Background: an optimization exercise with open tools, aiming at small area. Do not read the settings as production practice. The RTL was checked by simulation tests, not by an equivalence proof against the original design. Power figures rest on the tool's default switching activity, not on a simulated workload.

==> v18: inputs <==
==> flow/design.v <==
module multi_cnt_obi_ch #(
  parameter int CntWidth   = 32,
  parameter int PrescWidth = 8
) (
  input  logic                  clk,
  input  logic                  rst,
  input  logic                  sel,         
  input  logic [3:0]            wr_reg,      
  input  logic [3:0]            be,
  input  logic [31:0]           wd,          
  output logic                  en,
  output logic                  oneshot,
  output logic                  down,
  output logic                  ie,
  output logic [PrescWidth-1:0] presc,
  output logic [CntWidth-1:0]   thresh,
  output logic [CntWidth-1:0]   value,
  output logic                  hit
);
  logic [PrescWidth-1:0] pcnt;
  logic                  tick, at_end, wr_value, hw_hit, cnt, rld;
  logic [3:0]            ld_thr, ld_val;
  logic                  ld_ctrl0, ld_ctrl1;
  logic [CntWidth:0]     c;
  logic [CntWidth-1:0]   x;
  assign wr_value = sel & wr_reg[2];
  assign ld_ctrl0 = (sel & wr_reg[0] & be[0]) | rst;
  assign ld_ctrl1 = (sel & wr_reg[0] & be[1]) | rst;
  for (genvar b = 0; b < 4; b++) begin : g_ld
    assign ld_thr[b] = (sel & wr_reg[1] & be[b]) | rst;
    assign ld_val[b] = (wr_value & be[b]) | rst;
  end
  assign tick   = en && (pcnt == presc);
  assign x      = value ^ thresh;
  assign at_end = down ? (value == '0) : (x == '0);
  assign hw_hit = tick && at_end && !wr_value;
  assign cnt    = tick && !at_end && !wr_value;
  assign rld    = tick && at_end && !wr_value && !oneshot;
  assign c[0] = cnt;
  for (genvar i = 0; i < CntWidth; i++) begin : g_c
    assign c[i+1] = c[i] & (value[i] ^ down);
  end
  always_ff @(posedge clk) begin
    if (ld_ctrl0) begin
      oneshot <= wd[1];
      down    <= wd[2];
      ie      <= wd[3];
    end
    if (ld_ctrl1) presc <= wd[8 +: PrescWidth];
    if (ld_ctrl0)               en <= wd[0];
    else if (hw_hit && oneshot) en <= 1'b0;
    if (rst || wr_value || !en || tick) pcnt <= '0;
    else                                pcnt <= pcnt + 1'b1;
    for (int b = 0; b < 4; b++) begin
      if (ld_thr[b]) thresh[8*b +: 8] <= wd[8*b +: 8];
      if (ld_val[b])  value[8*b +: 8] <= wd[8*b +: 8];
      else if (rld)   value[8*b +: 8] <= x[8*b +: 8];
      else            value[8*b +: 8] <= value[8*b +: 8] ^ c[8*b +: 8];
    end
    if (rst)                                     hit <= 1'b0;
    else if (hw_hit)                             hit <= 1'b1;
    else if (sel & wr_reg[3] & be[0] & wd[0])    hit <= 1'b0;
  end
endmodule
module multi_cnt_obi #(
  parameter int NumCh      = 4,
  parameter int CntWidth   = 32,
  parameter int PrescWidth = 8
) (
  input  logic             clk_i,
  input  logic             rst_i,
  input  logic             req_i,
  output logic             gnt_o,
  input  logic [31:0]      addr_i,
  input  logic             we_i,
  input  logic [3:0]       be_i,
  input  logic [31:0]      wdata_i,
  output logic             rvalid_o,
  output logic [31:0]      rdata_o,
  output logic             intr_o,
  output logic [NumCh-1:0] ch_hit_o
);
  logic [7:0]                  word;
  logic                        ch_ok, is_irq, wr;
  logic [3:0]                  rs_dec;
  logic [31:0]                 wd, rd_word;
  logic [NumCh-1:0]            en, oneshot, down, ie, hit, irq_pend, ch_sel;
  logic [NumCh-1:0][PrescWidth-1:0] presc;
  logic [NumCh-1:0][CntWidth-1:0]   thresh, value;
  logic [NumCh-1:0][3:0]       rsel;
  logic                        rvalid_q, intr_q;
  logic [31:0]                 rdata_q;
  logic                        unused_addr;
  assign unused_addr = ^{addr_i[31:10], addr_i[1:0]};
  assign gnt_o  = req_i;
  assign word   = addr_i[9:2];
  assign ch_ok  = (word[7:4] == 4'd0);
  assign is_irq = (word == 8'(NumCh * 4));
  assign wr     = req_i && we_i && (|be_i) && !rst_i;
  assign wd = wdata_i & {32{!rst_i}};
  for (genvar r = 0; r < 4; r++) begin : g_rs
    assign rs_dec[r] = (word[1:0] == 2'(r));
  end
  assign irq_pend = hit & ie;
  for (genvar c = 0; c < NumCh; c++) begin : g_ch
    assign ch_sel[c] = wr && ch_ok && (word[3:2] == 2'(c));
    assign rsel[c]   = rs_dec & {4{ch_ok && (word[3:2] == 2'(c))}};
    multi_cnt_obi_ch #(
      .CntWidth   (CntWidth),
      .PrescWidth (PrescWidth)
    ) u_ch (
      .clk     (clk_i),
      .rst     (rst_i),
      .sel     (ch_sel[c]),
      .wr_reg  (rs_dec),
      .be      (be_i),
      .wd      (wd),
      .en      (en[c]),
      .oneshot (oneshot[c]),
      .down    (down[c]),
      .ie      (ie[c]),
      .presc   (presc[c]),
      .thresh  (thresh[c]),
      .value   (value[c]),
      .hit     (hit[c])
    );
  end
  always_comb begin
    rd_word = 32'(irq_pend & {NumCh{is_irq}});
    for (int c = 0; c < NumCh; c++) begin
      rd_word = rd_word
              | ({16'b0, presc[c], 4'b0, ie[c], down[c], oneshot[c], en[c]} & {32{rsel[c][0]}})
              | (thresh[c] & {32{rsel[c][1]}})
              | (value[c]  & {32{rsel[c][2]}})
              | (32'(hit[c]) & {32{rsel[c][3]}});
    end
  end
  always_ff @(posedge clk_i) begin
    rvalid_q <= req_i && !rst_i;
    intr_q   <= |irq_pend && !rst_i;
    rdata_q  <= rd_word;
  end
  assign rvalid_o = rvalid_q;
  assign rdata_o  = rdata_q;
  assign intr_o   = intr_q;
  assign ch_hit_o = hit;
endmodule
==> flow/flow/run.sh <==
#!/bin/bash
# Own layout flow: the standard ORFS flow (standard.sh) with these changes.
# 1. Synthesis maps the logic with an area-oriented ABC script
#    (flow/abc_area.script) in place of ORFS's speed script. Everything else in
#    synthesis -- registers, their names, flattening and renaming -- is the
#    standard synthesis, since only the script given to the abc call changes.
# 2. Port buffers are buf_1 cells.
# 3. Clock tree synthesis builds the tree from small clkbuf_4 buffers, each
#    driving a cluster of at most 8 registers, and adds no dummy loads.
# Each tool's output goes to ORFS's own logs under orfs/logs; make's output is
# kept in flow_make.log.
set -euo pipefail
W=$(pwd)
STD_SYNTH=$(grep -o 'SYNTH_SCRIPT=[^ ]*' standard.sh | head -1 | cut -d= -f2)
cat > "$W/flow_synth.tcl" <<EOT
proc abc {args} {
  set i [lsearch -exact \$args -script]
  if {\$i >= 0} { set args [lreplace \$args [expr {\$i+1}] [expr {\$i+1}] $W/flow/abc_area.script] }
  yosys abc {*}\$args
}
source $STD_SYNTH
EOT
sed "s#SYNTH_SCRIPT=[^ ]*#SYNTH_SCRIPT=$W/flow_synth.tcl#" standard.sh > "$W/flow_standard.sh"
CTS="-sink_clustering_enable -repair_clock_nets -dont_use_dummy_load"
CTS="$CTS -sink_clustering_size 8 -sink_clustering_max_diameter 40"
CTS="$CTS -buf_list {sky130_fd_sc_hd__clkbuf_4}"
bash "$W/flow_standard.sh" "CTS_ARGS=$CTS" "BUFFER_PORTS_ARGS=-buffer_cell sky130_fd_sc_hd__buf_1" finish > "$W/flow_make.log" 2>&1
==> flow/flow/abc_area.script <==
&get -n
&st
&syn2
&dch -f
&nf -a -p -R 1000
&st
&syn2
&dch -f
&nf -a -p -R 1000
&st
&dch -f
&nf -a -p -R 1000
&put
==> flow/standard.sh <==
#!/bin/bash
# synth_recipe.tcl (not shown) runs the flow's synth.tcl, then flattens the netlist and writes it again
# the make line also repeats each setting of config.mk as NAME=value (left out here)
make -C /OpenROAD-flow-scripts/flow DESIGN_CONFIG=/design/flow/config.mk WORK_HOME=/design/flow/orfs CLKGATE_MAP_FILE= SYNTH_SCRIPT=/design/flow/synth_recipe.tcl "${@:-finish}"
==> flow/config.mk <==
export PLATFORM = sky130hd
export DESIGN_NAME = multi_cnt_obi
export DESIGN_NICKNAME = multi_cnt_obi
export VERILOG_FILES = /design/flow/design.v
export SDC_FILE = /design/flow/constraint.sdc
export NUM_CORES = 4
export LEC_CHECK = 0
export CAP_MARGIN = 5
export CORE_MARGIN = 2
export CORE_UTILIZATION = 50
export SLEW_MARGIN = 5
==> flow/constraint.sdc <==
create_clock -name core_clock -period 6.0 [get_ports {clk_i}]
set_input_delay 1.2000 -clock core_clock [delete_from_list [all_inputs] [get_ports {clk_i}]]
set_output_delay 1.2000 -clock core_clock [all_outputs]
set_load 0.01 [all_outputs]
==> inputs of v34, as changes to v18 <==
==> flow/flow/abc_area.script (replaced) <==
&get -n
&st
&syn2
&dch -f
&nf -a
&st
&syn2
&dch -f
&nf -a
&st
&dch -f
&nf -a
&put
==> inputs of v37, as changes to v18 <==
--- a/flow/flow/run.sh
+++ b/flow/flow/run.sh
@@ -5,8 +5,8 @@
 #    synthesis -- registers, their names, flattening and renaming -- is the
 #    standard synthesis, since only the script given to the abc call changes.
 # 2. Port buffers are buf_1 cells.
-# 3. Clock tree synthesis builds the tree from small clkbuf_4 buffers, each
-#    driving a cluster of at most 8 registers, and adds no dummy loads.
+# 3. Clock tree synthesis uses larger sink clusters, smaller clock buffers and
+#    no dummy loads, which the 374-register tree does not need.
 # Each tool's output goes to ORFS's own logs under orfs/logs; make's output is
 # kept in flow_make.log.
 set -euo pipefail
==> flow/flow/abc_area.script (replaced) <==
&get -n
&st
&syn2
&dch -f
&nf -a
&st
&syn2
&dch -f
&nf -a
&st
&dch -f
&nf -a
&put
==> notes <==
Between v34 and v18, the lower register-to-register slack is in v34 (gap 0.02 ns).
In final cell count, v37 and v34 do not differ.
Of v18 and v34, v34 has the higher first-iteration DRC count (gap 7.8%, measured against v34).
In v18 the clock-buffer cell count is lower than in v37, by 1.
Combinational power is about the same in v37 and v34.
Clock skew is the same in v37 and v34.
v37 ran to the end with no violations. v34 finished clean. v18 finished with timing, DRC and antenna clean.
In v37 the final area is larger than in v18, by 0.47%.
Between v37 and v18, the lower via count is in v18 (gap 2.9%, measured against v18).
In sequential power, v34 and v18 hardly differ.
Flip-flop and latch count is the same in v18 and v34.
Clock power is about the same in v34 and v37.

========
==> inputs of v24 <==
Starts from the design.v that is shown in full above.
==> flow/config.mk <==
export PLATFORM = sky130hd
export DESIGN_NAME = multi_cnt_obi
export DESIGN_NICKNAME = multi_cnt_obi
export VERILOG_FILES = /design/flow/design.v
export SDC_FILE = /design/flow/constraint.sdc
export NUM_CORES = 4
export LEC_CHECK = 0
export CAP_MARGIN = 5
export CORE_MARGIN = 2
export CORE_UTILIZATION = 50
export SLEW_MARGIN = 5
==> flow/constraint.sdc <==
create_clock -name core_clock -period 6.0 [get_ports {clk_i}]
set_input_delay 1.2000 -clock core_clock [delete_from_list [all_inputs] [get_ports {clk_i}]]
set_output_delay 1.2000 -clock core_clock [all_outputs]
set_load 0.01 [all_outputs]
standard.sh (not shown) runs the stock make flow with config.mk's settings and CLKGATE_MAP_FILE= SYNTH_SCRIPT=/design/flow/synth_recipe.tcl, a recipe that flattens the netlist after the stock synthesis.
==> flow/flow/run.sh <==
#!/bin/bash
# Own layout flow: the standard ORFS flow (standard.sh) with these changes.
# 1. Synthesis maps the logic with an area-oriented ABC script
#    (flow/abc_area.script) in place of ORFS's speed script. Everything else in
#    synthesis -- registers, their names, flattening and renaming -- is the
#    standard synthesis, since only the script given to the abc call changes.
# 2. Port buffers are buf_1 cells, and repair buffers are at most buf_2
#    (the larger buf_N cells are added to the don't-use list).
# 3. Clock tree synthesis builds the tree from small clkbuf_4 buffers, each
#    driving a cluster of at most 8 registers, and adds no dummy loads.
# Each tool's output goes to ORFS's own logs under orfs/logs; make's output is
# kept in flow_make.log.
set -euo pipefail
W=$(pwd)
STD_SYNTH=$(grep -o 'SYNTH_SCRIPT=[^ ]*' standard.sh | head -1 | cut -d= -f2)
cat > "$W/flow_synth.tcl" <<EOT
proc abc {args} {
  set i [lsearch -exact \$args -script]
  if {\$i >= 0} { set args [lreplace \$args [expr {\$i+1}] [expr {\$i+1}] $W/flow/abc_area.script] }
  yosys abc {*}\$args
}
source $STD_SYNTH
EOT
sed "s#SYNTH_SCRIPT=[^ ]*#SYNTH_SCRIPT=$W/flow_synth.tcl#" standard.sh > "$W/flow_standard.sh"
CTS="-sink_clustering_enable -repair_clock_nets -dont_use_dummy_load"
CTS="$CTS -sink_clustering_size 8 -sink_clustering_max_diameter 40"
CTS="$CTS -buf_list {sky130_fd_sc_hd__clkbuf_4}"
# The platform's config.mk appends its own don't-use list to this one.
export DONT_USE_CELLS="sky130_fd_sc_hd__buf_4 sky130_fd_sc_hd__buf_6 sky130_fd_sc_hd__buf_8 sky130_fd_sc_hd__buf_12 sky130_fd_sc_hd__buf_16"
bash "$W/flow_standard.sh" "CTS_ARGS=$CTS" "MIN_BUF_CELL_AND_PORTS=sky130_fd_sc_hd__buf_2 A X" "BUFFER_PORTS_ARGS=-buffer_cell sky130_fd_sc_hd__buf_1" finish > "$W/flow_make.log" 2>&1
==> flow/flow/abc_area.script <==
&get -n
&st
&syn2
&dch -f
&nf -a
&st
&syn2
&dch -f
&nf -a
&st
&dch -f
&nf -a
&put
==> v22: changes against v24 <==
--- a/flow/flow/run.sh
+++ b/flow/flow/run.sh
@@ -6,4 +6,3 @@
 #    standard synthesis, since only the script given to the abc call changes.
-# 2. Port buffers are buf_1 cells, and repair buffers are at most buf_2
-#    (the larger buf_N cells are added to the don't-use list).
+# 2. Port buffers are buf_1 cells.
 # 3. Clock tree synthesis builds the tree from small clkbuf_4 buffers, each
@@ -27,4 +26,2 @@
 CTS="$CTS -buf_list {sky130_fd_sc_hd__clkbuf_4}"
-# The platform's config.mk appends its own don't-use list to this one.
-export DONT_USE_CELLS="sky130_fd_sc_hd__buf_4 sky130_fd_sc_hd__buf_6 sky130_fd_sc_hd__buf_8 sky130_fd_sc_hd__buf_12 sky130_fd_sc_hd__buf_16"
-bash "$W/flow_standard.sh" "CTS_ARGS=$CTS" "MIN_BUF_CELL_AND_PORTS=sky130_fd_sc_hd__buf_2 A X" "BUFFER_PORTS_ARGS=-buffer_cell sky130_fd_sc_hd__buf_1" finish > "$W/flow_make.log" 2>&1
+bash "$W/flow_standard.sh" "CTS_ARGS=$CTS" "BUFFER_PORTS_ARGS=-buffer_cell sky130_fd_sc_hd__buf_1" RECOVER_POWER=100 finish > "$W/flow_make.log" 2>&1
==> v29: changes against v24 <==
--- a/flow/flow/run.sh
+++ b/flow/flow/run.sh
@@ -6,4 +6,3 @@
 #    standard synthesis, since only the script given to the abc call changes.
-# 2. Port buffers are buf_1 cells, and repair buffers are at most buf_2
-#    (the larger buf_N cells are added to the don't-use list).
+# 2. Port buffers are buf_1 cells.
 # 3. Clock tree synthesis builds the tree from small clkbuf_4 buffers, each
@@ -27,4 +26,2 @@
 CTS="$CTS -buf_list {sky130_fd_sc_hd__clkbuf_4}"
-# The platform's config.mk appends its own don't-use list to this one.
-export DONT_USE_CELLS="sky130_fd_sc_hd__buf_4 sky130_fd_sc_hd__buf_6 sky130_fd_sc_hd__buf_8 sky130_fd_sc_hd__buf_12 sky130_fd_sc_hd__buf_16"
-bash "$W/flow_standard.sh" "CTS_ARGS=$CTS" "MIN_BUF_CELL_AND_PORTS=sky130_fd_sc_hd__buf_2 A X" "BUFFER_PORTS_ARGS=-buffer_cell sky130_fd_sc_hd__buf_1" finish > "$W/flow_make.log" 2>&1
+bash "$W/flow_standard.sh" "CTS_ARGS=$CTS" "BUFFER_PORTS_ARGS=-buffer_cell sky130_fd_sc_hd__buf_1" finish > "$W/flow_make.log" 2>&1
==> flow/flow/abc_area.script (replaced) <==
&get -n
&st
&syn2
&dch -f
&nf -a -p -R 1000
&st
&syn2
&dch -f
&nf -a -p -R 1000
&st
&dch -f
&nf -a -p -R 1000
&put
Settings changed: CORE_UTILIZATION 50 to 60, PLACE_DENSITY set to 0.7.
==> comparison table <==
Via count of the first global-routing pass: v24 16600; v22 16900; v29 16400
Seq/total area: v24 43.6%; v22 43.7%; v29 44.2%
Fin crit period: v24 4270 ps; v22 4960 ps; v29 4550 ps
Most repeated cell in the gate-level netlist after synthesis: v24 sky130_fd_sc_hd__dfxtp_1; v22 sky130_fd_sc_hd__dfxtp_1; v29 sky130_fd_sc_hd__xor2_1
Met3 Resource Use GR: v24 8.62%; v22 9.32%; v29 12.7%
Crit path required time: v24 6750 ps; v22 6630 ps; v29 6710 ps
Result of the run: v24 timing/DRC/antenna clean; v22 failed layout checks; v29 timing/DRC/antenna clean
Layout check failures: v24 -; v22 max-capacitance violations, max-slew violations; v29 -
Plain + repair buffers: v24 131; v22 132; v29 121
Antenna violations before repair: v24 3; v22 4; v29 5
Number of cells in the finished layout apart from fillers: v24 2646; v22 2650; v29 2534
Number of vias after detailed routing: v24 17700; v22 18100; v29 17700
Core area: v24 0.0385 sq mm; v22 0.0385 sq mm; v29 0.0316 sq mm
CTS clk-pin slew, worst paths: v24 90 ps; v22 100 ps; v29 90 ps

static timing again, ports no longer ideal:
No port has a modelled driver above. Below, the same layouts with a new extraction and two added sets of constraints.
Step 1 assumes that a clkbuf_16 drives the clock port and a buf_2 every other input.
Step 2 times the ports against the registers' clock, not the clock port: input delays grow and output delays shrink by t, the midpoint of the rising clock arrivals with the driver on.
Three values: ideal ports, drivers, drivers and shift; two values: the first two.
| run | t, ns | setup slack, ns | worst setup path at the end | cell pins on the clock port's net |
|---|---|---|---|---|
| v18 | 0.789 | 1.289 / 1.313 / 0.524 | input to register | 1 |
| v34 | 0.800 | 1.705 / 1.705 / 0.989 | input to register | 1 |
| v37 | 0.800 | 1.705 / 1.705 / 0.989 | input to register | 1 |
| v24 | 0.919 | 1.729 / 1.729 / 0.952 | input to register | 1 |
| v22 | 0.805 | 1.036 / 1.036 / 0.357 | input to register | 1 |
| v29 | 0.875 | 1.454 / 1.477 / 0.602 | input to register | 1 |
For v29, which loses most, drivers alone change the setup slack by +0.023 ns; drivers and shift together by -0.852 ns.
